Context: an optimization exercise on an open-source flow, tuned for small area, a short achievable clock period and few clock cycles per item. The choices shown serve that exercise and are no tape-out recipe. At most, simulation tests tie the RTL to the original design; equivalence was not proved. Function not checked in runs 5 and 6: the RTL went through the layout flow alone. Power figures rest on the tool's default switching activity, not on a simulated workload.

==> design.v <==
package fp_pkg;
  localparam int INSTR_W = 16;
  localparam int NUM_REGS = 16;
  typedef logic [3:0] reg_addr_t;
  typedef enum logic [3:0] {
    op_nop = 4'd0,
    op_add = 4'd1,
    op_sub = 4'd2,
    op_mul = 4'd3,
    op_neg = 4'd4,
    op_abs = 4'd5,
    op_mov = 4'd6
  } opcode_t;
  localparam logic [7:0] ADDR_INSTR    = 8'h00;   
  localparam logic [7:0] ADDR_STATUS   = 8'h04;   
  localparam logic [7:0] ADDR_REG_BASE = 8'h40;   
endpackage
`timescale 1ns/1ns
module fp_add_order
(
  input  logic [31:0] a,
  input  logic [31:0] b,
  input  logic        is_sub,
  input  logic        force_a,    
  input  logic        keep_sml,   
  output logic [22:0] fbig,       
  output logic [23:0] aligned,    
  output logic [7:0]  ebig,       
  output logic        bzero,      
  output logic        sign,       
  output logic        sub         
);
  logic        agb, age, sel_a, bs;
  logic [7:0]  ea, eb, diff;
  logic [22:0] fsml;
  logic        hsml;
  logic [23:0] sml;
  assign ea    = a[30:23];
  assign eb    = b[30:23];
  assign bs    = b[31] ^ is_sub;
  assign agb   = (a[30:0] >= b[30:0]);
  assign age   = (ea >= eb);
  assign sel_a = agb | force_a;
  assign fbig  = sel_a ? a[22:0] : b[22:0];
  assign fsml  = sel_a ? b[22:0] : a[22:0];
  assign ebig  = (age | force_a) ? ea : eb;
  assign bzero = age ? (ea == 8'd0) : (eb == 8'd0);
  assign hsml  = (age ? (eb != 8'd0) : (ea != 8'd0)) & keep_sml;
  assign diff  = age ? ea - eb : eb - ea;
  assign sml   = hsml ? {1'b1, fsml} : 24'd0;
  assign aligned = (diff >= 8'd24) ? 24'd0 : (sml >> diff[4:0]);
  assign sign  = sel_a ? a[31] : bs;
  assign sub   = a[31] ^ bs;
endmodule
module fp_add_sum
(
  input  logic [22:0] fbig,
  input  logic [23:0] aligned,
  input  logic        sub,
  output logic [24:0] sum,
  output logic [4:0]  lz        
);
  logic [24:0] addend;
  logic [31:0] v;
  logic [15:0] z1;              
  logic [15:0] p1;
  logic [7:0]  z2;              
  logic [15:0] p2;
  logic [3:0]  z3;              
  logic [11:0] p3;
  logic [1:0]  z4;              
  logic [7:0]  p4;
  assign addend = {1'b0, aligned} ^ {25{sub}};
  assign sum    = {2'b01, fbig} + addend + {24'd0, sub};
  assign v = {sum[23:0], 1'b1, 7'b0};
  always_comb begin
    for (int i = 0; i < 16; i++) begin
      z1[i] = ~v[2*i+1] & ~v[2*i];
      p1[i] = ~v[2*i+1];
    end
    for (int i = 0; i < 8; i++) begin
      z2[i]         = z1[2*i+1] & z1[2*i];
      p2[2*i +: 2]  = z1[2*i+1] ? {1'b1, p1[2*i]} : {1'b0, p1[2*i+1]};
    end
    for (int i = 0; i < 4; i++) begin
      z3[i]         = z2[2*i+1] & z2[2*i];
      p3[3*i +: 3]  = z2[2*i+1] ? {1'b1, p2[4*i +: 2]} : {1'b0, p2[4*i+2 +: 2]};
    end
    for (int i = 0; i < 2; i++) begin
      z4[i]         = z3[2*i+1] & z3[2*i];
      p4[4*i +: 4]  = z3[2*i+1] ? {1'b1, p3[6*i +: 3]} : {1'b0, p3[6*i+3 +: 3]};
    end
    lz = z4[1] ? {1'b1, p4[3:0]} : {1'b0, p4[7:4]};
  end
endmodule
module fp_add_pack
(
  input  logic [24:0] sum,
  input  logic [4:0]  lz,
  input  logic [7:0]  e,        
  input  logic        sign,
  input  logic        sub,
  input  logic        bzero,    
  input  logic        pass,     
  output logic [31:0] result
);
  logic [23:0] norm;
  logic [7:0]  xn;
  logic        zero, ovf, unf;
  always_comb begin
    if (sum[24]) begin
      norm = sum[24:1];
      xn   = e + 8'd1;
      ovf  = (e >= 8'd254);
      unf  = 1'b0;
    end else begin
      norm = sum[23:0] << lz;
      xn   = e - {3'b0, lz};
      ovf  = (e == 8'd255) && (lz == 5'd0);
      unf  = ({3'b0, lz} >= e);
    end
  end
  assign zero = bzero || (sum == 25'd0);
  always_comb begin
    if (pass) result = {sign, e, sum[22:0]};
    else if (zero) result = {sign & ~sub, 31'b0};   
    else if (ovf) result = {sign, 8'hff, 23'b0};
    else if (unf) result = {sign, 31'b0};
    else result = {sign, xn, norm[22:0]};
  end
endmodule
`timescale 1ns/1ns
module fp_booth_digits
(
  input  logic        ph,         
  input  logic [22:0] fb,         
  output logic [5:0]  one,
  output logic [5:0]  two,
  output logic [5:0]  neg
);
  logic [23:0] y;
  logic [12:0] yb;                
  assign y  = {1'b1, fb};
  assign yb = ph ? y[23:11] : {y[11:0], 1'b0};
  always_comb begin
    for (int i = 0; i < 6; i++) begin
      one[i] = yb[2*i+1] ^ yb[2*i];
      two[i] = (yb[2*i+2] & ~yb[2*i+1] & ~yb[2*i]) | (~yb[2*i+2] & yb[2*i+1] & yb[2*i]);
      neg[i] = yb[2*i+2];
    end
  end
endmodule
module fp_mul_tree
(
  input  logic        ph,         
  input  logic [22:0] fa,         
  input  logic [5:0]  one,        
  input  logic [5:0]  two,
  input  logic [5:0]  neg,
  input  logic [37:0] acc_s,      
  input  logic [37:0] acc_c,
  output logic [37:0] row_s,      
  output logic [37:0] row_c       
);
  logic [23:0] x;
  logic [39:0] pp [9];            
  logic        acc_k;             
  assign x  = {1'b1, fa};
  always_comb begin
    logic [24:0] mag, sel;
    for (int i = 0; i < 9; i++) pp[i] = '0;
    for (int i = 0; i < 6; i++) begin
      mag    = one[i] ? {1'b0, x} : (two[i] ? {x, 1'b0} : 25'd0);
      sel    = mag ^ {25{neg[i]}};
      if (i == 0) begin
        pp[0][27:0] = ph ? {1'b0, 1'b1, ~neg[0], sel} : {~neg[0], neg[0], neg[0], sel};
      end else begin
        pp[i][2*i +: 27] = {1'b1, ~neg[i], sel};
        pp[i][2*i-2]     = neg[i-1];
      end
    end
    pp[6][25:0] = ph ? acc_s[37:12] : 26'd0;
    pp[7][25:0] = ph ? acc_c[37:12] : 26'd0;
    pp[8][35:12] = ph ? x : 24'd0;
    pp[8][10]    = neg[5];
    pp[8][0]     = ph & acc_k;
  end
  function automatic logic [79:0] csa(input logic [39:0] a, input logic [39:0] b,
                                      input logic [39:0] c);
    logic [39:0] s, k;
    s = a ^ b ^ c;
    k = (a & b) | (a & c) | (b & c);
    csa = {k[38:0], 1'b0, s};
  endfunction
  logic [39:0] l1 [6];
  logic [39:0] l2 [4];
  logic [39:0] l3 [3];
  logic [39:0] l4 [2];
  assign {l1[1], l1[0]} = csa(pp[0], pp[1], pp[2]);
  assign {l1[3], l1[2]} = csa(pp[3], pp[4], pp[5]);
  assign {l1[5], l1[4]} = csa(pp[6], pp[7], pp[8]);
  assign {l2[1], l2[0]} = csa(l1[0], l1[1], l1[2]);
  assign {l2[3], l2[2]} = csa(l1[3], l1[4], l1[5]);
  assign {l3[1], l3[0]} = csa(l2[0], l2[1], l2[2]);
  assign l3[2] = l2[3];
  assign {l4[1], l4[0]} = csa(l3[0], l3[1], l3[2]);
  logic [12:0] low0;
  assign low0   = {1'b0, acc_s[11:0]} + {1'b0, acc_c[11:0]};
  assign acc_k  = low0[12];
  assign row_s = l4[0][37:0];
  assign row_c = l4[1][37:0];
endmodule
module fp_mul_pack
(
  input  logic [35:0] row_s,    
  input  logic [35:0] row_c,
  input  logic [7:0]  xe,       
  input  logic        zero0,    
  input  logic        zero1,    
  input  logic        inf0,     
  input  logic        inf1,     
  input  logic        sign,
  output logic [31:0] result
);
  logic [35:0] pw;
  logic [24:0] p;               
  logic [22:0] frac;
  logic [7:0]  xn;
  logic        z, f;
  assign pw   = row_s + row_c;
  assign p    = pw[35:11];
  assign frac = p[24] ? p[23:1] : p[22:0];
  assign xn   = p[24] ? xe + 8'd1 : xe;
  assign z    = p[24] ? zero1 : zero0;
  assign f    = p[24] ? inf1 : inf0;
  always_comb begin
    if (z) result = {sign, 31'b0};
    else if (f) result = {sign, 8'hff, 23'b0};
    else result = {sign, xn, frac};
  end
endmodule
`timescale 1ns/1ns
module fp_sign_unit
(
  input  logic [2:0] op,
  input  logic       s,
  output logic       new_sign
);
  always_comb begin
    case (op)
      3'd4:    new_sign = ~s;     
      3'd5:    new_sign = 1'b0;   
      default: new_sign = s;      
    endcase
  end
endmodule
`timescale 1ns/1ns
module reg_file
(
  input  logic        clk,
  input  logic        reset,
  input  logic        we,
  input  logic [3:0]  wa,
  input  logic [31:0] wd,
  input  logic [3:0]  ra1,
  input  logic [3:0]  ra2,
  output logic [31:0] rd1,
  output logic [31:0] rd2
);
  logic [31:0] regs [16];
  logic [31:0] wd_eff;
  assign wd_eff = reset ? 32'd0 : wd;
  always_ff @(posedge clk) begin
    for (int i = 0; i < 16; i++) begin
      if (reset || (we && (wa == i))) regs[i] <= wd_eff;
    end
  end
  assign rd1 = regs[ra1];
  assign rd2 = regs[ra2];
endmodule
`timescale 1ns/1ns
module fp_coprocessor
#(
  parameter int QD = 3
)
(
  input  logic        clk,
  input  logic        reset,
  input  logic [7:0]  paddr,
  input  logic        psel,
  input  logic        penable,
  input  logic        pwrite,
  input  logic [31:0] pwdata,
  output logic [31:0] prdata,
  output logic        pready,
  output logic        pslverr
);
  logic [14:0]   q [QD];
  logic [QD-1:0] qv;
  logic          mph;          
  logic [14:0]   ri;           
  logic          back_q;       
  logic        hw_q;           
  logic [3:0]  hidx_q;
  logic        iw_q;           
  logic        pslverr_q;
  logic [31:0] prdata_q;
  logic        reset_q;
  logic        x0_v, x0_ph;
  logic [2:0]  x0_op;
  logic [31:0] x0_a, x0_b;
  logic        x1_v, x1_ph, x1_mul, x1_pass, x1_sign, x1_sub, x1_bzero, x1_mz;
  logic [3:0]  x1_dest;
  logic [22:0] x1_fbig;
  logic [23:0] x1_aligned;
  logic [8:0]  x1_ex;
  logic [5:0]  x1_one, x1_two, x1_neg;
  logic        x2_v, x2_mul, x2_pass, x2_sign, x2_sub, x2_bzero;
  logic        x2_z0, x2_z1, x2_i0, x2_i1;
  logic [3:0]  x2_dest;
  logic [24:0] x2_sum;
  logic [4:0]  x2_lz;
  logic [37:0] x2_rs, x2_rc;   
  logic [7:0]  x2_e;
  logic        wb2_v;
  logic [3:0]  wb2_dest;
  logic [31:0] wb2_data;
  logic        setup, is_instr, is_status, is_reg, hrd_now, hwr_now;
  assign setup     = psel & ~penable;
  assign is_instr  = (paddr == fp_pkg::ADDR_INSTR);
  assign is_status = (paddr == fp_pkg::ADDR_STATUS);
  assign is_reg    = (paddr[7:6] == fp_pkg::ADDR_REG_BASE[7:6]) && (paddr[1:0] == 2'b00);
  assign hrd_now   = paddr[6];
  assign hwr_now   = setup & pwrite & ~paddr[7] & paddr[6];
  logic        rf_we;
  logic [3:0]  rf_wa;
  logic [31:0] rf_wd;
  logic [31:0] rda, rdb;
  reg_file reg_file_i (
    .clk(clk), .reset(reset_q),
    .we(rf_we), .wa(rf_wa), .wd(rf_wd),
    .ra1(q[0][7:4]), .ra2(hrd_now ? paddr[5:2] : q[0][3:0]),
    .rd1(rda), .rd2(rdb)
  );
  logic [2:0] op;
  logic [3:0] dest, src1, src2;
  logic       uses2, is_mul, hazard, block, issue, deq, kill;
  assign op   = q[0][14:12];
  assign dest = q[0][11:8];
  assign src1 = q[0][7:4];
  assign src2 = q[0][3:0];
  function automatic logic busy(input logic [3:0] r, input logic va, input logic [3:0] da,
                                input logic vb, input logic [3:0] db,
                                input logic vc, input logic [3:0] dc);
    busy = (va && (da == r)) || (vb && (db == r)) || (vc && (dc == r));
  endfunction
  assign uses2  = ~op[2];   
  assign is_mul = (op == 3'd3);
  assign hazard = busy(src1, x0_v, ri[11:8], x1_v, x1_dest, x2_v, x2_dest) ||
                  (uses2 && busy(src2, x0_v, ri[11:8], x1_v, x1_dest, x2_v, x2_dest));
  assign block  = hw_q | wb2_v | back_q;
  assign issue  = mph | (qv[0] & ~hazard & ~block);
  assign deq    = issue & ~(is_mul & ~mph);
  assign kill   = issue & ((hrd_now & uses2) | hwr_now);
  always_ff @(posedge clk) begin
    ri    <= q[0];
    x0_ph <= mph;
    x0_op <= op;
    x0_a  <= rda;
    x0_b  <= rdb;
  end
  logic        x_sub, x_mul, x_pass, psign, osign, osub, bzero;
  logic [22:0] fbig;
  logic [23:0] aligned;
  logic [7:0]  ea, eb, ebig;
  logic [5:0]  one, two, neg;
  assign x_sub  = (x0_op == 3'd2);
  assign x_mul  = (x0_op == 3'd3);
  assign x_pass = x0_op[2];
  assign ea     = x0_a[30:23];
  assign eb     = x0_b[30:23];
  fp_add_order fp_add_order_i (
    .a(x0_a), .b(x0_b), .is_sub(x_sub), .force_a(x_mul | x_pass), .keep_sml(~x_pass),
    .fbig(fbig), .aligned(aligned), .ebig(ebig), .bzero(bzero), .sign(osign), .sub(osub)
  );
  fp_sign_unit fp_sign_unit_i (.op(x0_op), .s(x0_a[31]), .new_sign(psign));
  fp_booth_digits fp_booth_digits_i (.ph(x0_ph), .fb(x0_b[22:0]), .one(one), .two(two), .neg(neg));
  always_ff @(posedge clk) begin
    x1_ph      <= x0_ph;
    x1_dest    <= ri[11:8];
    x1_mul     <= x_mul;
    x1_pass    <= x_pass;
    x1_fbig    <= fbig;
    x1_aligned <= aligned;
    x1_one     <= one;
    x1_two     <= two;
    x1_neg     <= neg;
    x1_bzero   <= bzero;
    x1_ex      <= x_mul ? {1'b0, ea} + {1'b0, eb} : {1'b0, ebig};
    x1_mz      <= (ea == 8'd0) | (eb == 8'd0);
    x1_sub     <= ~x_pass & osub;
    x1_sign    <= x_pass ? psign : (x_mul ? (x0_a[31] ^ x0_b[31]) : osign);
  end
  logic [24:0] sum;
  logic [4:0]  lz;
  logic [37:0] rs, rc;
  fp_add_sum fp_add_sum_i (
    .fbig(x1_fbig), .aligned(x1_aligned), .sub(x1_sub), .sum(sum), .lz(lz)
  );
  fp_mul_tree fp_mul_tree_i (
    .ph(x1_ph), .fa(x1_fbig), .one(x1_one), .two(x1_two), .neg(x1_neg),
    .acc_s(x2_rs), .acc_c(x2_rc), .row_s(rs), .row_c(rc)
  );
  always_ff @(posedge clk) begin
    x2_dest  <= x1_dest;
    x2_mul   <= x1_mul;
    x2_pass  <= x1_pass;
    x2_sign  <= x1_sign;
    x2_sub   <= x1_sub;
    x2_bzero <= x1_bzero;
    x2_sum   <= sum;
    x2_lz    <= lz;
    x2_rs    <= rs;
    x2_rc    <= rc;
    x2_e     <= x1_mul ? x1_ex[7:0] + 8'd129 : x1_ex[7:0];
    x2_z0    <= x1_mz | (x1_ex <= 9'd127);
    x2_z1    <= x1_mz | (x1_ex <= 9'd126);
    x2_i0    <= (x1_ex >= 9'd382);
    x2_i1    <= (x1_ex >= 9'd381);
  end
  logic [31:0] add_res, mul_res, res;
  fp_add_pack fp_add_pack_i (
    .sum(x2_sum), .lz(x2_lz), .e(x2_e), .sign(x2_sign), .sub(x2_sub), .bzero(x2_bzero),
    .pass(x2_pass), .result(add_res)
  );
  fp_mul_pack fp_mul_pack_i (
    .row_s(x2_rs[35:0]), .row_c(x2_rc[35:0]), .xe(x2_e),
    .zero0(x2_z0), .zero1(x2_z1), .inf0(x2_i0), .inf1(x2_i1),
    .sign(x2_sign), .result(mul_res)
  );
  assign res = x2_mul ? mul_res : add_res;
  assign rf_we = hw_q | wb2_v | x2_v;
  assign rf_wa = hw_q ? hidx_q : (wb2_v ? wb2_dest : x2_dest);
  assign rf_wd = (hw_q | wb2_v) ? (hw_q ? pwdata : wb2_data) : res;
  always_ff @(posedge clk) begin
    if (x2_v & (hw_q | wb2_v)) begin
      wb2_dest <= x2_dest;
      wb2_data <= res;
    end
  end
  logic [14:0]   qnew;
  logic [QD-1:0] sv, at;
  logic [14:0]   sq [QD];
  assign qnew = {pwdata[14:12], pwdata[11:0]};
  always_comb begin
    for (int i = 0; i < QD; i++) begin
      if (back_q) begin
        sv[i] = (i == 0) ? 1'b1 : qv[i-1];
        sq[i] = (i == 0) ? ri : q[i-1];
      end else if (deq) begin
        sv[i] = (i < QD-1) ? qv[i+1] : 1'b0;
        sq[i] = (i < QD-1) ? q[i+1] : q[i];
      end else begin
        sv[i] = qv[i];
        sq[i] = q[i];
      end
    end
    for (int i = 0; i < QD; i++) at[i] = iw_q & ~sv[i] & ((i == 0) ? 1'b1 : sv[i-1]);
  end
  always_ff @(posedge clk) begin
    for (int i = 0; i < QD; i++) q[i] <= at[i] ? qnew : sq[i];
  end
  always_ff @(posedge clk) begin
    if (reset) begin
      qv     <= '0;
      mph    <= 1'b0;
      back_q <= 1'b0;
      x0_v   <= 1'b0;
      x1_v   <= 1'b0;
      x2_v   <= 1'b0;
      wb2_v  <= 1'b0;
    end else begin
      qv     <= sv | at;
      mph    <= issue & is_mul & ~mph & ~kill;
      back_q <= kill & deq;
      x0_v   <= issue & ~kill;
      x1_v   <= x0_v;
      x2_v   <= x1_v & ~(x1_mul & ~x1_ph);
      wb2_v  <= (x2_v & (hw_q | wb2_v)) | (wb2_v & hw_q);
    end
  end
  logic        op_ok, room, err;
  logic [3:0]  op4;
  logic [31:0] status;
  assign op4   = pwdata[15:12];
  assign op_ok = (op4 <= 4'd6);
  assign room  = ~qv[QD-1] | deq;
  always_comb begin
    if (is_instr) err = ~pwrite | ~op_ok | ((op4 != 4'd0) & ~room);
    else if (is_reg) err = 1'b0;   
    else if (is_status) err = pwrite;
    else err = 1'b1;
  end
  assign status = {26'b0, qv[0], back_q, x0_v, x1_v, x2_v & wb2_v, 1'b0};
  always_ff @(posedge clk) begin
    if (reset) begin
      hw_q      <= 1'b0;
      iw_q      <= 1'b0;
      pslverr_q <= 1'b0;
    end else begin
      hw_q      <= setup & is_reg & pwrite;
      iw_q      <= setup & is_instr & pwrite & op_ok & (op4 != 4'd0) & room;
      pslverr_q <= setup & err;
    end
  end
  always_ff @(posedge clk) begin
    reset_q  <= reset;
    hidx_q   <= paddr[5:2];
    prdata_q <= paddr[6] ? (rdb & {32{~reset_q}}) : status;
  end
  assign pready  = 1'b1;
  assign pslverr = pslverr_q;
  assign prdata  = prdata_q;
endmodule
==> flow/run.sh <==
#!/bin/bash
# Own layout flow: the standard ORFS flow, with the port buffers made
# from buf_4 cells instead of the resizer's default choice, and the
# post-placement timing repair asked to keep a setup margin.
# Each step's full output stays in orfs/logs/; make's own output goes to
# flow_make.log in the work folder.
set -euo pipefail
bash standard.sh \
  BUFFER_PORTS_ARGS="-buffer_cell sky130_fd_sc_hd__buf_4" \
  SETUP_SLACK_MARGIN=8 \
  finish > flow_make.log 2>&1
==> standard.sh <==
#!/bin/bash
# synth_recipe.tcl (not shown) runs the flow's synth.tcl, then flattens the netlist and writes it again
# the make line also repeats each setting of config.mk as NAME=value (left out here)
make -C /OpenROAD-flow-scripts/flow DESIGN_CONFIG=/design/flow/config.mk WORK_HOME=/design/flow/orfs CLKGATE_MAP_FILE= SYNTH_SCRIPT=/design/flow/synth_recipe.tcl "${@:-finish}"
==> config.mk <==
export PLATFORM = sky130hd
export DESIGN_NAME = fp_coprocessor
export DESIGN_NICKNAME = fp_coprocessor
export VERILOG_FILES = /design/flow/design.v
export SDC_FILE = /design/flow/constraint.sdc
export NUM_CORES = 8
export LEC_CHECK = 0
export CAP_MARGIN = 60
export CORE_MARGIN = 2
export CORE_UTILIZATION = 50
export CTS_CLUSTER_DIAMETER = 120
export CTS_CLUSTER_SIZE = 25
export SLEW_MARGIN = 60
==> constraint.sdc <==
create_clock -name core_clock -period 12.0 [get_ports {clk}]
set_input_delay 2.4000 -clock core_clock [delete_from_list [all_inputs] [get_ports {clk}]]
set_output_delay 2.4000 -clock core_clock [all_outputs]
set_load 0.01 [all_outputs]
==> results of run 1 <==
-- per-stage QoR --
| step | util | hold WS [ps] | std cells | power (W) |
|---|---|---|---|---|
| floorplan | - | 310 | 4679 | 0.00894 |
| finish | 0.553 | 336 | 6066 | 0.0137 |
| detailed placement | 0.530 | 312 | 5939 | 0.0116 |
| global placement | 0.525 | 310 | 5923 | 0.0115 |
| global route | 0.553 | 347 | 6061 | 0.0145 |
| CTS | 0.546 | 336 | 6031 | 0.0135 |
-- power groups by stage --
stage	logic (W)	clock network (W)	registers (W)
floorplan	0.00443	0	0.00451
global placement	0.00671	0	0.00483
detailed placement	0.00680	0	0.00483
CTS	0.00692	0.00183	0.00476
global route	0.00773	0.00192	0.00484
finish	0.00706	0.00181	0.00480
-- placed cells by master (no fill, tap or decap), types with 71 or more instances in the layout --
master    instances
and2_1          105
nand4_1         114
o22a_1           71
fa_1            172
dfxtp_1         295
xnor2_1         166
a22oi_1         476
ha_1            138
xor2_1           99
nand2_1         256
inv_1           241
o21ai_0         145
nor2_1          124
buf_4           162
edfxtp_1        593
mux2i_1         141
nand3_1         107
a21oi_1         192
-- final timing paths --
kind                 start       endpoint  cells past startpoint
hold / removal     x1_pass        x2_pass                      0
hold reg to reg    x1_pass        x2_pass                      0
setup / recovery  paddr[6]   prdata_q[22]                     11
setup reg to reg  x0_a[23]  x1_aligned[7]                     14
-- cell families after synthesis --
group | count (synthesis)
AO/OA/AOI/OAI | 1373
AND/OR/NAND/NOR | 988
flip-flops | 929
buffers and inverters | 570
adder cells (fa/ha/maj) | 322
XOR/XNOR | 272
multiplexers | 224
other | 1
-- worst max-delay path, cell delays in order --
cell and delay [ps]:
buf_8 220, nor2_1 120, a32oi_4 290, buf_12 150, nor2_4 40, buf_8 250, a22o_1 280, a221oi_1 230
nand3_1 120, o22a_1 250, and2_1 160
-- registers in the layout (all words and copies together) (netlist names), 23 cells and up --
signal and cells:
x0_a 32, x0_b 32, x2_rs 35, x2_sum 25, wb2_data 32, reg_file_i.regs 512, q 45, x2_rc 36
x1_aligned 24, x1_fbig 23, prdata_q 32
-- final cells by class --
class,count,area [sq um]
Inverter,248,940
Tap cell,1380,1730
Clock inverter,5,100
Fill cell,8906,46200
Sequential cell,929,24600
Timing Repair Buffer,238,2170
Multi-Input combinational cell,3184,26300
Clock buffer,75,1250
Antenna cell,7,17.5
-- layer usage --
metal / wire, um / vias to the layer above / GRT usage
met5: 120 / - / 0
met3: 22900 / 601 / 0.0772
met1: 77100 / 20500 / 0.498
met4: 11000 / 12 / 0.183
li1: - / 17600 / -
met2: 87300 / 2938 / 0.546
-- what timing repair did --
action                                  CTS  global route
gates cloned                              3             2
setup buffers                             9            21
gates resized for setup                  55            79
pin swaps                                 9            16
endpoints found under the setup margin  515           558
==> results.yml, run 1 <==
worst_setup_path:
  required_ps: 12580
  cp-start-kind: "input pin"
  crit_arrival_ps: 4550
  crit_fanout: 32
  reg2reg_slack_ps: 8070
  setup.worst_path.end_class: "register"
  worstSetupPathType: "in -> reg"
final_layout:
  num-nets-final: 5012
  design_area_sq_mm: 0.0571
  drive_gt1_frac: 0.136
  area_growth_pct: 10.1
route:
  drc: 0
  drtIter0Drc: 6189
  first_pass_iters: 7
  vias_per_cell: 6.87
  ant_nets: 0
  wire_per_inst_um: 32.7
  finalWirelength_um: 198000
  vias: 41700
yosys:
  syn_nets: 5046
  synth-seq-area-share: 0.473
  synthMuxAreaShare: 0.0482
  synth_top_family_by_area: "compound AO/OA/AOI/OAI gates"
  synth_most_common_cell: "edfxtp_1"
  synth_top_area_share: 0.344
  ys.flop_type: "edfxtp_1"
  synth_compound_area_frac: 0.191
  yosys-top-cells-count: "593 x edfxtp_1, 479 x a22oi_1, 336 x dfxtp_1"
  synthAdderAreaFrac: 0.103
  synth_cell_types: 102
  synthXorXnorAreaFrac: 0.0460
  syn_inst: 4679
  synth_edf_count: 593
  synth-simple-area-share: 0.0968
  synth_area_sq_mm: 0.0518
  synth_top_cell_by_area: "edfxtp_1"
  synth_area_leaders: "edfxtp_1 34%, dfxtp_1 13%, a22oi_1 6.9%"
  ys_seq_elements: 929
  yosysWarnings: 18
  syn_area_per_cell_sq_um: 11.1
  synth-async-reset-ratio: 0
sta:
  period_needed_ps: 3960
  final_max_slew_viol_count: 0
  fin_tns_setup_ps: 0
  worst_slack_ps: 8040
  rsz0062_at_grt: "yes"
  fin_skew_ps: 65.1
  max_freq_mhz: 252
  slew_headroom: 0.483
  final_hold_viol_count: 0
  setup_viol: 0
  final.period_utilization: 0.330
  tightest_slew_ps: 774
global_routing:
  grt_pass1_vias: 39600
  grt_pass1_wl_um: 282000
  track_usage: 0.363
  grt_max_degree: 78
  globalRoute.totalOverflow: 0
  antenna_found_initial: 13
place:
  dp_slack_ps: 7140
  place_area_sq_mm: 0.0547
  finalWeightedCongestion: 0.983
  port_buffers: 77
  hpwlAfterDp_um: 124000
clocking:
  htreeDepth: 2
  tritoncts: "done"
  hold_buffers: 0
  root_buffer: "clkbuf_16"
  worstSkewPairLatency_ps: 700
  clk_path_buf_depth: 3
  numCtsBuffers: 44
  clk_pin_slew_ps: 100
  numClockSinks: 929
die:
  core-area_sq_mm: 0.103
  pin_count: 79
  die-area_sq_mm: 0.106
  die_x_um: 326
  rows: 118
  dieHeight_um: 326
  start_util: 0.502
pwr:
  clkPwrFrac: 0.133
  pwr_density_cell_mw_per_mm2: 240
  swShare: 0.435
  p_sw_w: 0.00595
  combPwrFrac: 0.516
  p_leak_nw: 20.9
  p_seq_frac: 0.351
  peakVddDrop_mv: 0.184
  p_int_w: 0.00773
worst_hold_path:
  hold_path.class: "reg -> reg"
outcome:
  outcome: "timing/DRC/antenna clean"
run:
  maxCapViolCount: 0
Testbench counts, summed over its fixed seeds: cycles 8,092, items 2,304.
==> run 2: changes to the inputs <==
--- a/config.mk
+++ b/config.mk
@@ -8,6 +8,6 @@
 export CAP_MARGIN = 60
 export CORE_MARGIN = 2
 export CORE_UTILIZATION = 50
-export CTS_CLUSTER_DIAMETER = 120
-export CTS_CLUSTER_SIZE = 25
+export CTS_CLUSTER_DIAMETER = 100
+export CTS_CLUSTER_SIZE = 20
 export SLEW_MARGIN = 60
==> run 2 against run 1 <==
  * Fmax rose by 0.14%
  * Highest routed layer unchanged
  * First-iteration DRC count rose by 2.9%
  * Synthesized cell count did not move
  * Still clean on timing, DRC and antenna
==> results.yml, run 2 <==
route:
  first_pass_iters: 8
  finalWirelength_um: 199000
  ant_nets: 0
  vias_per_cell: 6.87
  drc: 0
  wire_per_inst_um: 32.7
  vias: 41800
  drtIter0Drc: 6367
worst_hold_path:
  whs_path_depth: 0
  hold_path.class: "reg -> reg"
  min-delay-start: "x1_pass"
  hold_end: "x2_pass"
sta:
  final_hold_viol_count: 0
  final.period_utilization: 0.330
  tightest_slew_ps: 1130
  max_freq_mhz: 253
  final_max_slew_viol_count: 0
  fin_hold_ws_ps: 330
  slew_headroom: 0.246
  rsz0062_at_grt: "no"
  fin_tns_setup_ps: 0
  setup_viol: 0
  period_needed_ps: 3960
  fin_skew_ps: 66.9
final_layout:
  drive_gt1_frac: 0.137
  nFillCells: 8895
  mostFrequentLayoutCells: "593 x edfxtp_1, 476 x a22oi_1, 294 x dfxtp_1"
  num-nets-final: 5020
  final_common_cell: "edfxtp_1"
  design_area_sq_mm: 0.0573
  final_cells: 6081
  largest_register_ffs: 512
  area_growth_pct: 10.6
  reg_top3: "reg_file_i.regs (512), q (45), x2_rc (36)"
  regMostFlops: "reg_file_i.regs"
global_routing:
  grt_pass1_vias: 39700
  track_usage: 0.363
  globalRoute.totalOverflow: 0
  antenna_found_initial: 11
  grt_max_degree: 78
  grt_pass1_wl_um: 282000
pwr:
  combPwrFrac: 0.510
  clkPwrFrac: 0.144
  finalPower_w: 0.0138
  pwr_density_cell_mw_per_mm2: 242
  swShare: 0.433
  p_int_w: 0.00786
  peakVddDrop_mv: 0.184
  p_leak_nw: 21.0
  p_seq_frac: 0.346
  p_sw_w: 0.00599
yosys:
  syn_inst: 4679
  synth_area_sq_mm: 0.0518
  synth_cell_types: 102
  synth_top_area_share: 0.344
  synth_top_cell_by_area: "edfxtp_1"
  ys_seq_elements: 929
  synth_most_common_cell: "edfxtp_1"
  synth_area_leaders: "edfxtp_1 34%, dfxtp_1 13%, a22oi_1 6.9%"
  yosysWarnings: 18
  ys.flop_type: "edfxtp_1"
  syn_area_per_cell_sq_um: 11.1
  syn_nets: 5046
  synth-seq-area-share: 0.473
  yosys-top-cells-count: "593 x edfxtp_1, 479 x a22oi_1, 336 x dfxtp_1"
  synth-async-reset-ratio: 0
  synth_edf_count: 593
place:
  place_area_sq_mm: 0.0547
  finalWeightedCongestion: 0.983
  hpwlAfterDp_um: 124000
  dp_cells: 5939
  port_buffers: 77
worst_setup_path:
  crit_path_max_incr_delay_ps: 310
  crit_arrival_ps: 4530
  cpMaxStageDelayCell: "a22o_1"
  reg2reg_from: "x0_b[30]"
  path_depth: 12
  crit_fanout: 32
  critPathBufInv: 3
  required_ps: 12570
  reg2reg_slack_ps: 8080
  critical_path.top_delay_family: "compound AO/OA/AOI/OAI gates"
  cp-start-kind: "input pin"
  r2r-end: "x1_aligned[7]"
  timing.critical_path.cells: "buf_12 > nor2_1 > a32oi_4 > buf_4 > nor2_4 > buf_6 > a22o_1 > a221oi_1 > nand3_1 > o22a_1 > nand2_1 > o21ai_0"
  setup.worst_path.end_class: "register"
  r2r_cells: 13
  worstSetupPathType: "in -> reg"
die:
  core-area_sq_mm: 0.103
  start_util: 0.502
  die_x_um: 326
  dieHeight_um: 326
  pin_count: 79
  rows: 118
  die-area_sq_mm: 0.106
clocking:
  worstSkewPairLatency_ps: 700
  clk_path_buf_depth: 3
  hold_buffers: 0
  numClockSinks: 929
  clk_pin_slew_ps: 80
  root_buffer: "clkbuf_16"
  htreeDepth: 2
  tritoncts: "done"
  numCtsBuffers: 54
outcome:
  outcome: "timing/DRC/antenna clean"
run:
  maxCapViolCount: 0
[run 2: cell count changes in the layout (fill, tap and decap cells not counted), sizes merged]
cell / previous run / this run
diode: 7 / 5
clkinv: 5 / 6
buf: 234 / 230
a221o: 16 / 17
inv: 246 / 250
clkbuf: 79 / 96
bufinv: 1 / 0
clkinvlp: 1 / 0
[run 2: how the worst max path moves through the flow]
stage | startpoint | end | slack [ps]
after floorplan | paddr[6] | prdata_q[29] | 7900
after global placement | x2_lz[2] | reg_file_i.regs[6][13] | 6600
after detailed placement | paddr[6] | prdata_q[1] | 7140
after CTS | x2_rc[15] | reg_file_i.regs[8][22] | 8000
after global routing | paddr[6] | prdata_q[2] | 7970
final | paddr[6] | prdata_q[2] | 8040
[run 2: cells by family after synthesis]
family                     count (synthesis)  share of synthesized area
DFF                                      929                      0.473
xor gates and xnor gates                 272                     0.0460
buffers and inverters                    570                     0.0423
muxes                                    224                     0.0482
adders and majority gates                322                      0.103
AOI/OAI and AO/OA                       1373                      0.191
and+or+nand+nor                          988                     0.0968
other                                      1                  0.0000724
[run 2: through the flow]
| step | util | setup slack (ps) |
|---|---|---|
| 6_report | 0.555 | 8040 |
| 5_1_grt | 0.555 | 7970 |
| 4_1_cts | 0.549 | 8000 |
| 3_5_place_dp | 0.530 | 7140 |
| 3_3_place_gp | 0.525 | 6600 |
| 2_1_floorplan | - | 7900 |
[run 2: per-layer routing]
metal / global-route usage / wire length (um)
met1: 0.502 / 77600
met3: 0.0717 / 23300
met4: 0.174 / 11000
met5: 0 / 80
met2: 0.550 / 87000
[run 2: timing repair]
action,CTS,global route
setup endpoints to repair,514,572
gates resized for setup,52,81
setup buffers,8,19
pin swaps,9,16
gates cloned,3,3
[run 2: worst reg2reg max path, delay by kind of cell, from the launching register on]
family | cells | cell delay [ps]
AOI/OAI and AO/OA | 2 | 360
adders and majority gates | 1 | 350
buffers and inverters | 2 | 310
DFF | 1 | 450
muxes | 1 | 460
and+or+nand+nor | 7 | 1860
[run 2: power groups by stage]
stage	Sequential, W	Clock (W)	Combinational, W
floorplan	0.00451	0	0.00443
global placement	0.00483	0	0.00671
detailed placement	0.00483	0	0.00680
CTS	0.00476	0.00201	0.00691
global route	0.00484	0.00211	0.00774
finish	0.00480	0.00199	0.00706
[run 2: layout make-up]
type	instances	area (sq um)	share of cell area
Antenna cell	5	12.5	0.000218
Sequential cell	929	24600	0.429
Clock inverter	8	113	0.00197
Clock buffer	91	1510	0.0264
Inverter	248	940	0.0164
Tap cell	1380	1730	0.0301
Multi-Input combinational cell	3185	26200	0.458
Timing Repair Buffer	235	2160	0.0378
==> run 3: changes to the inputs <==
--- a/config.mk
+++ b/config.mk
@@ -5,9 +5,9 @@
 export SDC_FILE = /design/flow/constraint.sdc
 export NUM_CORES = 8
 export LEC_CHECK = 0
-export CAP_MARGIN = 60
+export CAP_MARGIN = 40
 export CORE_MARGIN = 2
 export CORE_UTILIZATION = 50
 export CTS_CLUSTER_DIAMETER = 100
 export CTS_CLUSTER_SIZE = 20
-export SLEW_MARGIN = 60
+export SLEW_MARGIN = 40
==> run 3 against run 2 <==
  * Still clean on timing, DRC and antenna
  * Sequential share of layout area increased by 0.14 points
  * Cell count about the same
  * Via count decreased by 0.27%
  * Sequential cell count unchanged
  * Area after synthesis unchanged
  * Critical path depth decreased by 3
  * Non-clock buffer count decreased by 4
  * Global-route usage decreased by 0.18 points
  * Setup slack got worse by 29 ps
  * Clock skew decreased by 4.4 ps
  * Routed wire length decreased by 0.49%
==> results.yml, run 3 <==
worst_setup_path:
  timing.critical_path.cells: "buf_12 > nor3_1 > a21oi_4 > buf_4 > or2_2 > buf_4 > o22a_1 > nand2_1 > o21ai_0"
  required_ps: 12580
  cp-start-kind: "input pin"
  crit_fanout: 26
  critPathBufInv: 3
  cpMaxStageDelayCell: "or2_2"
  reg2reg_slack_ps: 8070
  setup.worst_path.end_class: "register"
  crit_arrival_ps: 4560
  crit_path_max_incr_delay_ps: 410
  crit_top_cell: "buf_4"
  critical_path.top_delay_family: "simple AND/OR/NAND/NOR gates"
  worstSetupPathType: "in -> reg"
route:
  vias_per_cell: 6.86
  finalWirelength_um: 198000
  drc: 0
  drtIter0Drc: 6299
  wire_per_inst_um: 32.6
  ant_nets: 0
  vias: 41700
  first_pass_iters: 8
global_routing:
  grt_pass1_vias: 39700
  track_usage: 0.361
  globalRoute.totalOverflow: 0
  grt_max_degree: 78
  antenna_found_initial: 11
  grt_pass1_wl_um: 282000
die:
  dieHeight_um: 326
  rows: 118
  start_util: 0.502
  pin_count: 79
  die-area_sq_mm: 0.106
  core-area_sq_mm: 0.103
  die_x_um: 326
sta:
  fin_hold_ws_ps: 330
  fin_skew_ps: 62.5
  period_needed_ps: 3990
  max_freq_mhz: 251
  final.period_utilization: 0.332
  final_hold_viol_count: 0
  rsz0062_at_grt: "yes"
  tightest_slew_ps: 929
  fin_tns_setup_ps: 0
  slew_headroom: 0.380
  final_max_slew_viol_count: 0
  setup_viol: 0
yosys:
  synth_area_sq_mm: 0.0518
  synth_most_common_cell: "edfxtp_1"
  synth-async-reset-ratio: 0
  yosysWarnings: 18
  ys.flop_type: "edfxtp_1"
  syn_area_per_cell_sq_um: 11.1
  synth_edf_count: 593
  syn_nets: 5046
  synth_top_cell_by_area: "edfxtp_1"
  synth_top_area_share: 0.344
  syn_inst: 4679
  synth-seq-area-share: 0.473
  synth_cell_types: 102
  yosys-top-cells-count: "593 x edfxtp_1, 479 x a22oi_1, 336 x dfxtp_1"
  synth_area_leaders: "edfxtp_1 34%, dfxtp_1 13%, a22oi_1 6.9%"
  ys_seq_elements: 929
final_layout:
  reg_top3: "reg_file_i.regs (512), q (45), x2_rc (36)"
  drive_gt1_frac: 0.135
  area_growth_pct: 10.2
  mostFrequentLayoutCells: "593 x edfxtp_1, 476 x a22oi_1, 298 x dfxtp_1"
  regMostFlops: "reg_file_i.regs"
  num-nets-final: 5014
  largest_register_ffs: 512
  nFillCells: 8899
  final_common_cell: "edfxtp_1"
clocking:
  tritoncts: "done"
  numClockSinks: 929
  root_buffer: "clkbuf_16"
  clk_path_buf_depth: 3
  hold_buffers: 0
  htreeDepth: 2
  worstSkewPairLatency_ps: 700
  clk_pin_slew_ps: 80
  numCtsBuffers: 54
place:
  port_buffers: 77
  hpwlAfterDp_um: 123000
  finalWeightedCongestion: 0.983
worst_hold_path:
  hold_path.class: "reg -> reg"
outcome:
  outcome: "timing/DRC/antenna clean"
run:
  maxCapViolCount: 0
pwr:
  pwr_density_cell_mw_per_mm2: 242
  peakVddDrop_mv: 0.173
  p_leak_nw: 21.0
[run 3: cell counts after synthesis]
Identical to the previous run, type by type.
[run 3: layout make-up]
cell class | count | area [sq um] | area share
Antenna cell | 5 | 12.5 | 0.000219
Timing Repair Buffer | 231 | 2040 | 0.0357
Clock buffer | 90 | 1500 | 0.0262
Tap cell | 1380 | 1730 | 0.0302
Sequential cell | 929 | 24600 | 0.430
Inverter | 248 | 933 | 0.0163
Multi-Input combinational cell | 3183 | 26200 | 0.459
Clock inverter | 9 | 113 | 0.00197
[run 3: worst paths after layout]
check / from / endpoint / cells past startpoint
setup reg to reg: x2_rs[26] / reg_file_i.regs[4][14] / 13
hold / removal: x1_sign / x2_sign / 0
setup / recovery: paddr[6] / prdata_q[2] / 9
hold reg to reg: x1_sign / x2_sign / 0
[run 3: logic make-up (layout without fill, tap and decap cells)]
| logic type | after synthesis | in the layout | synth area share |
|---|---|---|---|
| buffers and inverters | 570 | 578 | 0.0423 |
| and+or+nand+nor | 988 | 988 | 0.0968 |
| xor gates and xnor gates | 272 | 272 | 0.0460 |
| muxes | 224 | 224 | 0.0482 |
| AOI/OAI and AO/OA | 1373 | 1376 | 0.191 |
| DFF | 929 | 929 | 0.473 |
| other | 1 | 6 | 0.0000724 |
| adders and majority gates | 322 | 322 | 0.103 |
[run 3: timing repair]
item | in CTS | in global routing
resized for setup | 94 | 102
setup buffers | 15 | 23
setup endpoints to repair | 621 | 596
hold endpoints to repair | 0 | 0
cloned | 2 | 3
pin swaps | 11 | 18
[run 3: where the power goes]
| part | leakage (nW) | internal [W] | switching, W |
|---|---|---|---|
| clock network | 0.775 | 0.000869 | 0.00111 |
| registers | 8.78 | 0.00420 | 0.000599 |
| logic | 11.4 | 0.00279 | 0.00426 |
[run 3: per-layer routing]
metal,part of all wire,GRT usage
met5,0.00026,0
met4,0.056,0.171
met3,0.12,0.0776
met2,0.44,0.553
met1,0.39,0.491
[run 3: per-stage QoR]
| step | instance area (sq um) | setup slack [ps] | utilization | instances | power (W) |
|---|---|---|---|---|---|
| 2_1_floorplan | 52100 | 7900 | - | 4679 | 0.00894 |
| 3_3_place_gp | 54100 | 6600 | 0.525 | 5923 | 0.0115 |
| 3_5_place_dp | 54200 | 6630 | 0.526 | 5926 | 0.0116 |
| 4_1_cts | 56400 | 7930 | 0.546 | 6042 | 0.0136 |
| 5_1_grt | 57100 | 7930 | 0.553 | 6072 | 0.0147 |
| 6_report | 57100 | 8010 | 0.553 | 6075 | 0.0138 |
==> run 4: changes to the inputs <==
--- a/config.mk
+++ b/config.mk
@@ -8,6 +8,4 @@
 export CAP_MARGIN = 40
 export CORE_MARGIN = 2
 export CORE_UTILIZATION = 50
-export CTS_CLUSTER_DIAMETER = 100
-export CTS_CLUSTER_SIZE = 20
 export SLEW_MARGIN = 40
==> run 4 against run 3 <==
  * Still clean on timing, DRC and antenna
  * Sequential cell count unchanged
  * Die area unchanged
  * Area after synthesis unchanged
  * Power increased by 9.5%
  * Count of clock-buffer cells in the layout increased by 29
  * Non-clock buffer count decreased by 9
  * Critical path type unchanged
==> results.yml, run 4 <==
outcome:
  outcome: "timing/DRC/antenna clean"
yosys:
  synth_area_sq_mm: 0.0518
  syn_inst: 4679
  synth_top_cell_by_area: "edfxtp_1"
  yosysWarnings: 18
  syn_nets: 5046
  ys_seq_elements: 929
  synth-async-reset-ratio: 0
  synth-seq-area-share: 0.473
  synth_edf_count: 593
  synth_cell_types: 102
  synth_area_leaders: "edfxtp_1 34%, dfxtp_1 13%, a22oi_1 6.9%"
  syn_area_per_cell_sq_um: 11.1
  ys.flop_type: "edfxtp_1"
  yosys-top-cells-count: "593 x edfxtp_1, 479 x a22oi_1, 336 x dfxtp_1"
  synth_most_common_cell: "edfxtp_1"
  synth_top_area_share: 0.344
sta:
  fin_tns_setup_ps: 0
  max_freq_mhz: 248
  period_needed_ps: 4030
  slew_headroom: 0.365
  setup_viol: 0
  fin_skew_ps: 37.4
  rsz0062_at_grt: "no"
  final_hold_viol_count: 0
  tightest_slew_ps: 951
  final.period_utilization: 0.336
  final_max_slew_viol_count: 0
route:
  drc: 0
  wire_per_inst_um: 32.1
  ant_nets: 0
  first_pass_iters: 6
  vias_per_cell: 6.79
  finalWirelength_um: 198000
  vias: 41800
  drtIter0Drc: 6496
final_layout:
  regMostFlops: "reg_file_i.regs"
  mostFrequentLayoutCells: "593 x edfxtp_1, 476 x a22oi_1, 303 x dfxtp_1"
  fin_util: 0.571
  nFillCells: 8719
  num-nets-final: 5049
  drive_gt1_frac: 0.152
  reg_top3: "reg_file_i.regs (512), q (45), x2_rc (36)"
  design_area_sq_mm: 0.0589
  multi_input_area_sq_mm: 0.0262
  largest_register_ffs: 512
  final_common_cell: "edfxtp_1"
  area_growth_pct: 13.6
  seq_area_sq_mm: 0.0246
die:
  die_x_um: 326
  dieHeight_um: 326
  start_util: 0.502
  rows: 118
  pin_count: 79
  core-area_sq_mm: 0.103
  die-area_sq_mm: 0.106
worst_setup_path:
  worstSetupPathType: "in -> reg"
  reg2reg_slack_ps: 8080
  crit_arrival_ps: 4670
  required_ps: 12640
  cp-start-kind: "input pin"
  setup.worst_path.end_class: "register"
  startpoint: "paddr[6]"
  crit_fanout: 32
  reg2reg_from: "x0_a[23]"
clocking:
  tritoncts: "done"
  clk_pin_slew_ps: 60
  hold_buffers: 0
  worstSkewPairLatency_ps: 710
  numClockSinks: 929
  clk_path_buf_depth: 3
  numCtsBuffers: 99
  htreeDepth: 3
  root_buffer: "clkbuf_16"
pwr:
  peakVddDrop_mv: 0.175
  pwr_density_cell_mw_per_mm2: 257
  p_leak_nw: 21.8
  finalPower_w: 0.0151
place:
  finalWeightedCongestion: 0.983
  place_area_sq_mm: 0.0542
  port_buffers: 77
  hpwlAfterDp_um: 123000
global_routing:
  antenna_found_initial: 11
  grt_pass1_vias: 40200
  grt_pass1_wl_um: 283000
  track_usage: 0.363
  grt_max_degree: 78
  globalRoute.totalOverflow: 0
worst_hold_path:
  hold_path.class: "reg -> reg"
  min-delay-start: "x1_bzero"
run:
  maxCapViolCount: 0
[run 4: final timing paths]
check | to | cells after the start
worst max-delay path | prdata_q[28] | 8
worst min-delay path | x2_bzero | 0
worst max register to register | x1_aligned[7] | 14
worst min register to register | x2_bzero | 0
[run 4: critical path: stages]
cell     delay, ps
buf_12         150
o32a_2         500
nor2_4         100
buf_4          620
a22oi_1        200
nand3_1        130
o22a_1         380
and2_1         180
[run 4: what timing repair did]
item,CTS,global route
gates cloned,2,1
setup buffers,20,10
gates resized for setup,98,85
pin swaps,13,10
setup endpoints to repair,621,587
[run 4: final cells by class]
class | instances | area share
tap | 1380 | 0.0293
multi-input combinational | 3182 | 0.444
clock buffer | 119 | 0.0452
clock inverter | 68 | 0.0151
sequential | 929 | 0.417
inverter | 248 | 0.0158
timing repair buffer | 222 | 0.0329
antenna | 8 | 0.000340
[run 4: layer usage]
layer,GRT usage,vias up,share of wire
li1,-,17700,-
met1,0.494,20600,0.39
met2,0.548,2915,0.44
met3,0.0834,643,0.11
met4,0.178,6,0.055
met5,0,-,0.00039
[run 4: logic make-up (layout without fill, tap and decap cells)]
| family | count (synthesis) | after routing | share of synthesized area |
|---|---|---|---|
| AO/OA/AOI/OAI | 1373 | 1375 | 0.191 |
| AND/OR/NAND/NOR | 988 | 988 | 0.0968 |
| multiplexers | 224 | 224 | 0.0482 |
| XOR/XNOR | 272 | 272 | 0.0460 |
| adder cells (fa/ha/maj) | 322 | 322 | 0.103 |
| other | 1 | 9 | 0.0000724 |
| flip-flops | 929 | 929 | 0.473 |
| buffers and inverters | 570 | 657 | 0.0423 |
[run 4: per-stage QoR]
step                setup WS [ps]  hold slack, ps  instances
floorplan                    7900             310       4679
global placement             6600             310       5923
detailed placement           6630             312       5926
CTS                          7960             326       6135
global route                 7980             338       6151
finish                       7970             327       6156
[run 4: power by group]
group	switching (W)	internal (W)	leakage, nW
combinational	0.00424	0.00277	11.3
clock	0.00138	0.00195	1.71
sequential	0.000599	0.00421	8.77
total	0.00622	0.00893	21.8
==> run 5: changes to the inputs <==
--- a/design.v
+++ b/design.v
@@ -516,7 +516,7 @@
   always_ff @(posedge clk) begin
     reset_q  <= reset;
     hidx_q   <= paddr[5:2];
-    prdata_q <= paddr[6] ? (rdb & {32{~reset_q}}) : status;
+    prdata_q <= (paddr[6] & ~reset_q) ? rdb : status;
   end
   assign pready  = 1'b1;
   assign pslverr = pslverr_q;
--- a/config.mk
+++ b/config.mk
@@ -5,7 +5,7 @@
 export SDC_FILE = /design/flow/constraint.sdc
 export NUM_CORES = 8
 export LEC_CHECK = 0
-export CAP_MARGIN = 40
+export CAP_MARGIN = 60
 export CORE_MARGIN = 2
 export CORE_UTILIZATION = 50
-export SLEW_MARGIN = 40
+export SLEW_MARGIN = 60
==> run 5 against run 4 <==
  * Still clean
  * Routed wire length decreased by 4.2%
  * First-iteration DRC count decreased by 5.9%
  * Count of clock-buffer cells in the layout increased by 11
  * Combinational power decreased by 8.5%
  * Power decreased by 5.8%
  * Worst hold slack improved by 0.63 ps
  * Via count decreased by 3.2%
  * Critical endpoint is now prdata_q[8]
  * Largest cell class unchanged
==> results.yml, run 5 <==
clocking:
  tritoncts: "done"
  root_buffer: "clkbuf_16"
  htreeDepth: 3
  numCtsBuffers: 99
  worstSkewPairLatency_ps: 720
  numClockSinks: 929
  clk_pin_slew_ps: 60
  clk_path_buf_depth: 3
die:
  start_util: 0.504
  dieHeight_um: 324
  core-area_sq_mm: 0.102
  die-area_sq_mm: 0.105
  pin_count: 79
  rows: 117
  die_x_um: 324
worst_setup_path:
  r2r-end: "x2_rs[12]"
  crit_fanout: 21
  setup.worst_path.end_class: "register"
  required_ps: 12650
  crit_arrival_ps: 4670
  r2r_cells: 9
  cp-start-kind: "input pin"
  reg2reg_slack_ps: 8070
  worstSetupPathType: "in -> reg"
  reg2reg_from: "x1_two[2]"
yosys:
  syn_inst: 4571
  synth_edf_count: 593
  syn_nets: 4938
  syn_area_per_cell_sq_um: 11.2
  ys.flop_type: "edfxtp_1"
  yosys-top-cells-count: "593 x edfxtp_1, 499 x a22oi_1, 336 x dfxtp_1"
  synth_area_leaders: "edfxtp_1 35%, dfxtp_1 13%, a22oi_1 7.3%"
  synth_most_common_cell: "edfxtp_1"
  synth_top_area_share: 0.347
  synth_area_sq_mm: 0.0513
  synth_top_cell_by_area: "edfxtp_1"
  synth-seq-area-share: 0.478
  synth-async-reset-ratio: 0
  yosysWarnings: 18
  synth_cell_types: 103
  ys_seq_elements: 929
sta:
  max_freq_mhz: 249
  period_needed_ps: 4010
  final.period_utilization: 0.334
  fin_tns_setup_ps: 0
  tightest_slew_ps: 617
  rsz0062_at_grt: "yes"
  final_max_slew_viol_count: 0
  slew_headroom: 0.584
  setup_viol: 0
  fin_hold_ws_ps: 327
  fin_skew_ps: 65.6
  final_hold_viol_count: 0
place:
  finalWeightedCongestion: 0.970
  port_buffers: 77
  hpwlAfterDp_um: 117000
pwr:
  p_int_w: 0.00853
  clkPwrFrac: 0.219
  pwr_density_cell_mw_per_mm2: 244
  combPwrFrac: 0.450
  p_sw_w: 0.00574
  p_seq_frac: 0.331
  peakVddDrop_mv: 0.177
  swShare: 0.402
  p_leak_nw: 21.6
global_routing:
  grt_max_degree: 77
  grt_pass1_wl_um: 269000
  globalRoute.totalOverflow: 0
  track_usage: 0.355
  grt_pass1_vias: 38600
  antenna_found_initial: 6
final_layout:
  num-nets-final: 4950
  regMostFlops: "reg_file_i.regs"
  reg_top3: "reg_file_i.regs (512), q (45), x2_rc (36)"
  area_growth_pct: 14.0
  largest_register_ffs: 512
  drive_gt1_frac: 0.160
  nFillCells: 8526
  final_common_cell: "edfxtp_1"
  mostFrequentLayoutCells: "593 x edfxtp_1, 494 x a22oi_1, 299 x dfxtp_1"
route:
  vias_per_cell: 6.71
  wire_per_inst_um: 31.4
  finalWirelength_um: 190000
  vias: 40500
  drc: 0
  drtIter0Drc: 6112
  ant_nets: 0
  first_pass_iters: 9
worst_hold_path:
  min-delay-start: "x1_pass"
  hold_path.class: "reg -> reg"
  whs_path_depth: 0
  hold_end: "x2_pass"
run:
  maxCapViolCount: 0
outcome:
  outcome: "timing/DRC/antenna clean"
==> run 5: cell types whose count changed in the layout (fill, tap and decap cells not counted), moves of 16 or more <==
cell	change
a22oi_1	+18
buf_4	-49
buf_6	+38
mux2_2	+47
mux2i_1	-44
nand2_1	-18
nand4_1	-16
o21ai_0	-26
o221ai_1	-16
==> run 5: worst max-delay path by stage <==
stage,cells after the start,start,to,slack (ps)
detailed placement,11,paddr[6],prdata_q[7],7050
global placement,10,paddr[6],prdata_q[28],7120
CTS,13,x2_rc[25],reg_file_i.regs[0][1],7910
floorplan,9,paddr[6],prdata_q[4],7990
finish,10,paddr[6],prdata_q[8],7990
global route,14,x0_b[29],x1_aligned[3],7960
==> run 5: worst max-delay path, cell delays in order <==
cell and delay, ps:
buf_8 150, nor3_1 320, a21oi_4 100, nor2_4 300, buf_6 250, buf_4 440, a22oi_1 180, nand4_1 140
o22a_1 220, and2_1 140
==> run 5: area by class of cell <==
type                    instances  area [sq um]  area share
multi-input cells            3095         25700       0.439
flip-flops and latches        929         24600       0.421
clock buffers                 130          2690      0.0459
repair buffers                223          2260      0.0386
well taps                    1368          1710      0.0293
inverters                     235           890      0.0152
clock inverters                54           639      0.0109
diodes                          1          2.50   0.0000428
==> run 5: power by group through the flow <==
stage | Sequential (W) | Combinational, W | Clock [W]
after floorplan | 0.00445 | 0.00401 | 0
after global placement | 0.00475 | 0.00606 | 0
after detailed placement | 0.00475 | 0.00616 | 0
after CTS | 0.00469 | 0.00632 | 0.00315
after global routing | 0.00476 | 0.00699 | 0.00327
final | 0.00472 | 0.00642 | 0.00313
==> run 5: logic make-up (layout without fill, tap and decap cells) <==
logic type               count (synthesis)  after routing  share of synthesized area
flip-flops                             929            929                      0.478
AO/OA/AOI/OAI                         1330           1330                      0.184
other                                    1              2                  0.0000731
adder cells (fa/ha/maj)                322            322                      0.104
XOR/XNOR                               272            272                     0.0466
buffers and inverters                  549            642                     0.0418
multiplexers                           232            232                     0.0527
AND/OR/NAND/NOR                        936            938                     0.0929
==> run 5: per-layer routing <==
metal / GRT usage / vias up / routed length, um
met1: 0.467 / 19900 / 72300
met4: 0.180 / 10 / 11300
li1: - / 17200 / -
met3: 0.0769 / 622 / 20200
met2: 0.554 / 2724 / 85600
met5: 0.00926 / - / 196
==> run 5: metrics by stage <==
step | worst slack [ps] | total power (W) | std cells | area, sq um | utilization
2_1_floorplan | 7990 | 0.00846 | 4571 | 51400 | -
3_3_place_gp | 7120 | 0.0108 | 5801 | 53400 | 0.525
3_5_place_dp | 7050 | 0.0109 | 5822 | 54100 | 0.532
4_1_cts | 7910 | 0.0142 | 6023 | 57900 | 0.569
5_1_grt | 7960 | 0.0150 | 6034 | 58400 | 0.574
6_report | 7990 | 0.0143 | 6035 | 58400 | 0.574
==> run 5: what timing repair did <==
action | in CTS | in global routing
pin swaps | 12 | 12
endpoints found under the setup margin | 412 | 458
hold buffers | 0 | 0
cloned | 1 | 3
buffers inserted | 16 | 5
resized for setup | 57 | 71
==> run 6: changes to the inputs <==
--- a/design.v
+++ b/design.v
@@ -304,8 +304,9 @@
   logic [3:0]  hidx_q;
   logic        iw_q;           
   logic        pslverr_q;
-  logic [31:0] prdata_q;
-  logic        reset_q;
+  logic        st_q;           
+  logic [5:0]  status_q;
+  logic        reset_q, reset_qq;
   logic        x0_v, x0_ph;
   logic [2:0]  x0_op;
   logic [31:0] x0_a, x0_b;
@@ -515,10 +516,12 @@
   end
   always_ff @(posedge clk) begin
     reset_q  <= reset;
+    reset_qq <= reset_q;
     hidx_q   <= paddr[5:2];
-    prdata_q <= (paddr[6] & ~reset_q) ? rdb : status;
+    st_q     <= ~paddr[6];
+    status_q <= status[5:0];
   end
   assign pready  = 1'b1;
   assign pslverr = pslverr_q;
-  assign prdata  = prdata_q;
+  assign prdata  = st_q ? {26'd0, status_q} : (x0_b & {32{~reset_qq}});
 endmodule
--- a/config.mk
+++ b/config.mk
@@ -7,5 +7,5 @@
 export LEC_CHECK = 0
 export CAP_MARGIN = 60
 export CORE_MARGIN = 2
-export CORE_UTILIZATION = 50
+export CORE_UTILIZATION = 35
 export SLEW_MARGIN = 60
==> run 6 against run 5 <==
  * Clock skew rose by 51 ps
  * Via count rose by 3.5%
  * Highest routed layer unchanged
  * Core utilization fell by 16 points
  * Routed wire length rose by 5.1%
  * Register-to-register slack got worse by 70 ps
  * Die area rose by 42%
  * Combinational power rose by 1%
  * Largest power group unchanged
  * Synthesized cell count rose by 0.63%
  * Sequential power fell by 1%
  * Sequential share of layout area fell by 1.9 points
  * Design area rose by 2.9%
==> results.yml, run 6 <==
worst_setup_path:
  crit_fanout: 6
  crit_path_max_incr_delay_ps: 530
  startpoint: "reset_qq"
  worstSetupPathType: "reg -> out"
  cpMaxStageDelayCell: "o31ai_4"
  cp-start-kind: "register"
  timing.critical_path.cells: "buf_12 > o31ai_4 > buf_4"
  setup.worst_path.end_class: "primary output"
  reg2reg_from: "x2_rc[4]"
  crit_arrival_ps: 2100
  critPathBufInv: 2
  required_ps: 9600
  critical_path.top_delay_family: "compound AO/OA/AOI/OAI gates"
outcome:
  outcome: "timing/DRC/antenna clean"
sta:
  slew_headroom: 0.279
  period_needed_ps: 4500
  final_max_slew_viol_count: 0
  final_hold_viol_count: 0
  setup_viol: 0
  max_freq_mhz: 222
  fin_skew_ps: 117
  rsz0062_at_grt: "yes"
  fin_tns_setup_ps: 0
  tightest_slew_ps: 1080
  final.period_utilization: 0.375
place:
  finalWeightedCongestion: 0.938
  dp_cells: 6403
  hpwlAfterDp_um: 124000
  port_buffers: 77
yosys:
  synthXorXnorAreaFrac: 0.0459
  syn_nets: 4967
  synthAdderAreaFrac: 0.104
  synth_area_leaders: "edfxtp_1 35%, dfxtp_1 12%, a22oi_1 6.9%"
  synth_most_common_cell: "edfxtp_1"
  synth_compound_area_frac: 0.193
  yosysWarnings: 18
  synth-seq-area-share: 0.471
  syn_inst: 4600
  synth_cell_types: 102
  yosys-top-cells-count: "593 x edfxtp_1, 472 x a22oi_1, 311 x dfxtp_1"
  synth_area_sq_mm: 0.0511
  syn_area_per_cell_sq_um: 11.1
  ys.flop_type: "edfxtp_1"
  synth_top_area_share: 0.349
  synth-async-reset-ratio: 0
  synthMuxAreaShare: 0.0487
  synth_edf_count: 593
  synth_top_family_by_area: "compound AO/OA/AOI/OAI gates"
  ys_seq_elements: 904
  synth-simple-area-share: 0.0948
  synth_top_cell_by_area: "edfxtp_1"
route:
  vias: 41900
  first_pass_iters: 10
  ant_nets: 0
  drc: 0
  vias_per_cell: 6.29
  drtIter0Drc: 7035
  finalWirelength_um: 199000
  wire_per_inst_um: 29.9
clocking:
  htreeDepth: 3
  root_buffer: "clkbuf_16"
  numClockSinks: 904
  numCtsBuffers: 96
  tritoncts: "done"
  worstSkewPairLatency_ps: 780
  clk_path_buf_depth: 3
  clk_pin_slew_ps: 60
final_layout:
  regMostFlops: "reg_file_i.regs"
  drive_gt1_frac: 0.186
  reg_top3: "reg_file_i.regs (512), q (45), x2_rc (36)"
  nFillCells: 13600
  final_common_cell: "edfxtp_1"
  mostFrequentLayoutCells: "593 x edfxtp_1, 471 x a22oi_1, 271 x nand2_1"
  final_cells: 6661
  largest_register_ffs: 512
  num-nets-final: 5020
  area_growth_pct: 17.7
die:
  dieHeight_um: 386
  core-area_sq_mm: 0.145
  start_util: 0.352
  rows: 140
  die-area_sq_mm: 0.149
  die_x_um: 386
  pin_count: 79
worst_hold_path:
  hold_path.class: "reg -> reg"
  min-delay-start: "x1_sign"
global_routing:
  grt_max_degree: 78
  globalRoute.totalOverflow: 0
  grt_pass1_wl_um: 281000
  track_usage: 0.258
  antenna_found_initial: 6
  grt_pass1_vias: 40100
run:
  maxCapViolCount: 0
pwr:
  peakVddDrop_mv: 0.144
  p_leak_nw: 21.9
  pwr_density_cell_mw_per_mm2: 238
==> run 6: changes by cell type after synthesis, sizes merged, moves of 9 or more <==
cell	previous run	this run
nand3	92	101
a221oi	54	63
and2	104	88
dfxtp	336	311
nor3	73	103
nand2	244	277
a22oi	499	472
mux2	113	84
nor2b	27	18
==> run 6: final cells by class <==
cell class | count | area (sq um) | area share
well taps | 1917 | 2400 | 0.0399
repair buffers | 258 | 2740 | 0.0456
inverters | 245 | 940 | 0.0156
flip-flops and latches | 904 | 24100 | 0.401
clock buffers | 118 | 2630 | 0.0437
diodes | 7 | 17.5 | 0.000291
multi-input cells | 3148 | 26500 | 0.441
clock inverters | 64 | 729 | 0.0121
==> run 6: routing by layer <==
layer	wire length (um)	part of all wire	track usage
met5	147	0.00074	0.00585
met4	11300	0.057	0.126
met3	26000	0.13	0.0788
met2	85200	0.43	0.384
met1	76600	0.38	0.340
==> run 6: where the power goes <==
part / switching [W] / total, W / internal [W]
logic: 0.00393 / 0.00650 / 0.00257
clock network: 0.00138 / 0.00314 / 0.00176
registers: 0.000590 / 0.00467 / 0.00408
total: 0.00590 / 0.0143 / 0.00841
==> run 6: kinds of logic (layout without fill, tap and decap cells) <==
logic type                 Yosys count  in the layout
buffers and inverters              555            685
DFF                                904            904
xor gates and xnor gates           267            267
AOI/OAI and AO/OA                 1365           1370
muxes                              208            208
and+or+nand+nor                    978            980
other                                1              8
adders and majority gates          322            322
==> run 6: worst reg2reg max path: cells and delay by family (launching register included) <==
family,cells,cell delay [ps]
compound gates,6,1070
flops,1,300
fa+ha+maj,1,320
buf+inv,3,550
mux,2,740
simple gates,2,790
==> run 6: path summary, 6_finish.rpt <==
path | endpoint | slack (ps) | cells after the start
hold / removal | x2_sign | 330 | 0
setup / recovery | prdata[2] | 7500 | 3
hold reg to reg | x2_sign | 330 | 0
setup reg to reg | reg_file_i.regs[8][7] | 8000 | 14
==> run 6: per-stage QoR <==
stage	setup WS [ps]	total power [W]	hold WS [ps]	utilization	cell area, sq um
after floorplan	8000	0.00852	310	-	51100
after global placement	6730	0.0106	313	0.371	53900
after detailed placement	7220	0.0107	318	0.377	54700
after CTS	7590	0.0140	329	0.405	58800
after global routing	7510	0.0151	342	0.414	60100
final	7500	0.0143	332	0.414	60100
==> run 6: what timing repair did <==
item                       4_1_cts  5_1_grt
hold endpoints to repair         0        0
setup buffers                   12       34
setup endpoints to repair      483      570
pin swaps                       28       48
gates cloned                     6        7
hold buffers                     0        0
gates resized for setup        140      143

-- afterwards: timing with drivers on the ports --
No port has a modelled driver above. Below, the same layouts with a new extraction and two added sets of constraints.
Step 1 assumes that a clkbuf_16 drives the clock port and a buf_2 every other input.
Step 2 moves the port delays by t, midway between the first and last clock arrival at a register: inputs arrive t later, outputs are due t later. That takes back most of the time a late clock gives input paths.
a / b / c = no drivers / after step 1 / after step 2; a / b = the first two.
| run | t (ns) | setup slack, ns | slew at the worst register clock pin (ns) |
|---|---|---|---|
| run 1 | 0.738 | 8.035 / 8.050 / 7.312 | 0.12 / 0.12 |
| run 2 | 0.742 | 8.041 / 8.043 / 7.300 | 0.10 / 0.10 |
| run 3 | 0.746 | 8.012 / 8.038 / 7.292 | 0.10 / 0.10 |
| run 4 | 0.767 | 7.973 / 7.998 / 7.231 | 0.07 / 0.07 |
| run 5 | 0.758 | 7.987 / 8.016 / 7.258 | 0.07 / 0.07 |
| run 6 | 0.807 | 7.496 / 7.413 / 7.329 | 0.07 / 0.07 |
After both steps setup and hold are still met in every run listed. The setup slack of run 4, which loses most, moves by +0.025 ns with the drivers and by -0.742 ns with both steps.
